From an optimization exercise on the open Yosys and OpenROAD flow, aimed at small area; shortcuts taken in it are not production practice. RTL that was checked went through simulation tests only; none was proved equivalent to the original. The clock port is modelled as an ideal driver; clocking choices that lean on that would not hold on a real chip. Power and IR drop assume default switching activity.

Design mips_multicycle_core, start of the top module:
module mips_multicycle_core #(
  parameter int unsigned ADDR_W   = 10,
  parameter logic [31:0] RESET_PC = 32'h0000_0000,
  parameter int unsigned CNT_W    = 32
) (
  input  logic              clk,
  input  logic              rst,
  output logic              mem_req,
  output logic              mem_we,
  output logic [ADDR_W-1:0] mem_addr,
  output logic [31:0]       mem_wdata,
  input  logic [31:0]       mem_rdata,
  input  logic              mem_ready,
  input  logic [4:0]        dbg_reg_addr,
  output logic [31:0]       dbg_reg_data,
  output logic [31:0]       pc_out,
  output logic              halted,
  output logic [CNT_W-1:0]  instr_count
);
clock: 10.0 ns
lec_check: 0
cap_margin: 20
core_margin: 2
core_utilization: 65
cts_buf_list: sky130_fd_sc_hd__clkbuf_8
cts_cluster_diameter: 60
cts_cluster_size: 14
place_density: 0.75
slew_margin: 20
synth_hierarchical: 1
synth_minimum_keep_size: 0
standard.sh (not shown) runs the stock make flow with config.mk's settings and CLKGATE_MAP_FILE= SYNTH_SCRIPT=/design/flow/synth_recipe.tcl, a recipe that flattens the netlist after the stock synthesis.
==> flow/flow/run.sh <==
#!/bin/bash
# The standard layout, with the port buffers made of the smallest buffer cell.
export BUFFER_PORTS_ARGS="-buffer_cell sky130_fd_sc_hd__buf_1"
bash standard.sh > standard_run.log 2>&1
==> next run, changes <==
--- a/flow/design.v
+++ b/flow/design.v
@@ -119,32 +119,33 @@
     if (pcpass && is_j) b = 1'b0;
     sub_m = !pcpass && is_r && (f_sub || f_slt);
     bx    = b ^ sub_m;
     sum   = a ^ bx ^ cy;
     cout  = (a & bx) | (a & cy) | (bx & cy);
     res   = sum;
     cnext = cout;
     if (pcpass) begin
       if (is_j) res = (bi < 5'd2) ? 1'b0 : (bi < 5'd28) ? ibit : a;
     end else if (is_beq) begin
       cnext = cy & ~(a ^ b);
+      if (bi == 5'd30) cnext = cnext & ~(acc[1] ^ mm[31]);
     end else if (is_r) begin
       if (f_and)      res = a & b;
       else if (f_or)  res = a | b;
       else if (f_slt) begin
         res = 1'b0;
         if (bi == 5'd31) cnext = (a ^ b) ? a : sum;
       end
     end
   end
-  assign last = (bi == 5'd31);
+  assign last = (bi == 5'd31) || (!pcpass && is_beq && bi == 5'd30);
   logic [4:0]  tslot;
   logic        tskip, wr_acc, inc_pc;
   logic [31:0] wword, rin;
   logic [32:2] rc;
   always_comb begin
     if (pcpass)    begin tslot = SL_PC;        tskip = 1'b0; end
     else if (is_r) begin tslot = rd;           tskip = (rd == 5'd0); end
     else           begin tslot = rt;           tskip = (rt == 5'd0); end
   end
   assign wr_acc  = (state == S_CLR) || (state == S_WB && !tskip && q == tslot);
   assign inc_pc  = pcinc_p  && (q == SL_PC);
The changed run finished with timing, DRC and antenna clean. Worst setup slack got worse by 0.25 ns. Sequential power is lower by 5.4%. Core utilization falls by 0.30 points. Final area hardly moves. Final cell count hardly moves. Synthesized cell count goes up by 0.60%. Clock power stays flat. Global-route usage fell by 0.85 points. Critical path depth rises by 1. Non-clock buffer count shrinks by 2. Die area went up by 0.36%.
Only the layout flow was run in the first run of this note; the RTL was not checked for function there.

========
Setup of JK:
Another version of the RTL of mips_multicycle_core (not shown whole).
Size in the first run: roughly 2200 cells after synthesis, ~180 I/O pins, about 33000 um2 of cells after synthesis.
clock: 10.0 ns
lec_check: 0
cap_margin: 20
core_margin: 2
core_utilization: 65
cts_buf_list: sky130_fd_sc_hd__clkbuf_8
cts_cluster_diameter: 60
cts_cluster_size: 14
place_density: 0.75
slew_margin: 20
synth_hierarchical: 1
synth_minimum_keep_size: 0
==> flow/flow/run.sh <==
#!/bin/bash
set -e
export BUFFER_PORTS_ARGS="-buffer_cell sky130_fd_sc_hd__buf_1"
export CTS_ARGS="-sink_clustering_enable -repair_clock_nets -dont_use_dummy_load -sink_clustering_size 18 -sink_clustering_max_diameter 60 -buf_list sky130_fd_sc_hd__clkbuf_8"
bash standard.sh cts > standard_cts.log 2>&1
openroad -no_init -exit flow/resize.tcl > resize.log 2>&1
bash standard.sh > standard_finish.log 2>&1
Other scripts of this flow, unchanged in this note and not shown: flow/flow/downsize.tcl, flow/flow/resize.tcl
The final layout from JK, which completed every stage, passed the timing, DRC and antenna checks at the end of the flow.
Changes in MS relative to JK:
--- a/flow/design.v
+++ b/flow/design.v
@@ -55,57 +55,41 @@
   typedef enum logic [3:0] {
     S_CLR, S_FETCH0, S_FETCH, S_DEC, S_SH, S_WB, S_MEM, S_PCW, S_HALT1, S_HALT2, S_HALT
   } state_t;
   state_t           state;
   logic [NS*32-1:0] ring;      
   logic [4:0]       q;         
   logic [31:0]      cr;        
   logic             cc;        
-  logic [31:0]      acc;
-  logic [25:0]      ir;        
-  logic [2:0]       cls;       
+  logic [31:0]      acc, ir;
   logic             cy;        
   logic             pcpass;    
   logic             pcinc_p, cntinc_p;
-  logic [5:0] fn;
+  logic [5:0] opc, fn;
   logic [4:0] rs, rt, rd;
   logic is_r, is_j, is_beq, is_lw, is_sw, is_mem, legal;
   logic f_sub, f_and, f_or, f_slt;
+  assign opc = ir[31:26];
   assign fn  = ir[5:0];
   assign rs  = ir[25:21];
   assign rt  = ir[20:16];
   assign rd  = ir[15:11];
-  localparam logic [2:0] C_R = 3'b000, C_ADDI = 3'b001, C_LW = 3'b010, C_SW = 3'b011;
-  localparam logic [2:0] C_BEQ = 3'b100, C_J = 3'b101, C_ILL = 3'b110;
-  function automatic logic [2:0] classify(input logic [31:0] w);
-    logic [5:0] f;
-    f = w[5:0];
-    case (w[31:26])
-      OP_RTYPE: classify = (f == FN_ADD || f == FN_SUB || f == FN_AND || f == FN_OR ||
-                            f == FN_SLT) ? C_R : C_ILL;
-      OP_ADDI:  classify = C_ADDI;
-      OP_LW:    classify = C_LW;
-      OP_SW:    classify = C_SW;
-      OP_BEQ:   classify = C_BEQ;
-      OP_J:     classify = C_J;
-      default:  classify = C_ILL;
-    endcase
-  endfunction
-  assign is_r    = (cls == C_R);
-  assign is_j    = (cls == C_J);
-  assign is_beq  = (cls == C_BEQ);
-  assign is_lw   = (cls == C_LW);
-  assign is_sw   = (cls == C_SW);
-  assign is_mem  = (cls[2:1] == 2'b01);
+  assign is_r    = (opc == OP_RTYPE);
+  assign is_j    = (opc == OP_J);
+  assign is_beq  = (opc == OP_BEQ);
+  assign is_lw   = (opc == OP_LW);
+  assign is_sw   = (opc == OP_SW);
+  assign is_mem  = is_lw | is_sw;
   assign f_sub   = (fn == FN_SUB);
   assign f_and   = (fn == FN_AND);
   assign f_or    = (fn == FN_OR);
   assign f_slt   = (fn == FN_SLT);
-  assign legal   = (cls[2:1] != 2'b11);
+  assign legal   = (is_r & ((fn == FN_ADD) | f_sub | f_and | f_or | f_slt)) |
+                   is_j | is_beq | (opc == OP_ADDI) | is_lw | is_sw;
   logic [4:0]    ms;        
   logic          ms_v;      
   logic [4:0]    pos;
   logic [31:0]   mm;
   always_comb begin
     ms   = SL_PC;
     ms_v = 1'b1;
     case (state)
@@ -125,17 +109,16 @@
   logic [4:0] bi, k;
   logic       a, b, bx, sum, cout, res, cnext, ibit, sub_m, last;
   assign bi = q;
   assign k  = pcpass ? (bi - 5'd2) : bi;
   assign a  = acc[0];
   always_comb begin
     if (pcpass && bi < 5'd2)               ibit = 1'b0;
     else if (!is_j && k >= 5'd16)          ibit = ir[15];
-    else if (k >= 5'd26)                   ibit = 1'b0;
     else                                   ibit = ir[k];
     b     = (!pcpass && (is_r || is_beq)) ? mm[bi] : ibit;
     if (pcpass && is_j) b = 1'b0;
     sub_m = !pcpass && is_r && (f_sub || f_slt);
     bx    = b ^ sub_m;
     sum   = a ^ bx ^ cy;
     cout  = (a & bx) | (a & cy) | (bx & cy);
     res   = sum;
@@ -197,18 +180,17 @@
       if (q == 5'd0) cntinc_p <= 1'b0;
       case (state)
         S_CLR: if (at_end) state <= S_FETCH0;
         S_FETCH0: if (!pcinc_p && !cntinc_p) begin
           acc   <= mm;
           state <= S_FETCH;
         end
         S_FETCH: if (mem_ready) begin
-          ir      <= mem_rdata[25:0];
-          cls     <= classify(mem_rdata);
+          ir      <= mem_rdata;
           pcinc_p <= 1'b1;
           state   <= S_DEC;
         end
         S_DEC: begin
           if (!legal) state <= S_HALT1;
           else if (is_j) begin
             cntinc_p <= 1'b1;
             state    <= S_PCW;
Comparing JK with MS, the maximum buffer depth of the clock tree came out essentially unchanged.
MS reports a higher average footprint of a synthesized cell than JK does.
Going from JK to MS, instance count on the critical path now smaller; mean number of vias per cell comparable; global routing usage on met2 now smaller; worst setup slack after placement now larger; wire length now smaller.
Only the layout flow was run in JK; the RTL was not checked for function there.

re-timing with driven ports:
Ports are ideal in the flow. The routed layouts listed here were re-timed in OpenROAD. Step 1 assumes that a clkbuf_16 drives the clock port and a buf_2 every other input. Step 2 also shifts input and output timing later by t, the mid clock arrival at the registers, as if the neighbouring blocks saw the same clock. Slacks: ideal ports / drivers / drivers and shift; pairs: ideal ports / drivers.
run	t, ns	setup slack, ns	latest minus earliest clock arrival (ns)	worst register clock-pin slew, ns
the first run of note 1	0.760	1.236 / 1.215 / 0.526	0.035 / 0.035	0.09 / 0.09
the second run of note 1	0.780	0.988 / 0.931 / 0.990	0.036 / 0.036	0.10 / 0.10
JK	0.719	0.347 / 0.347 / -0.317	0.088 / 0.088	0.11 / 0.11
MS	0.734	0.579 / 0.525 / 0.462	0.066 / 0.067	0.11 / 0.11
Met with ideal ports but missed after step 2: setup timing in JK. The setup slack of the first run of note 1, which loses most, moves by -0.021 ns with the drivers and by -0.710 ns with both steps.
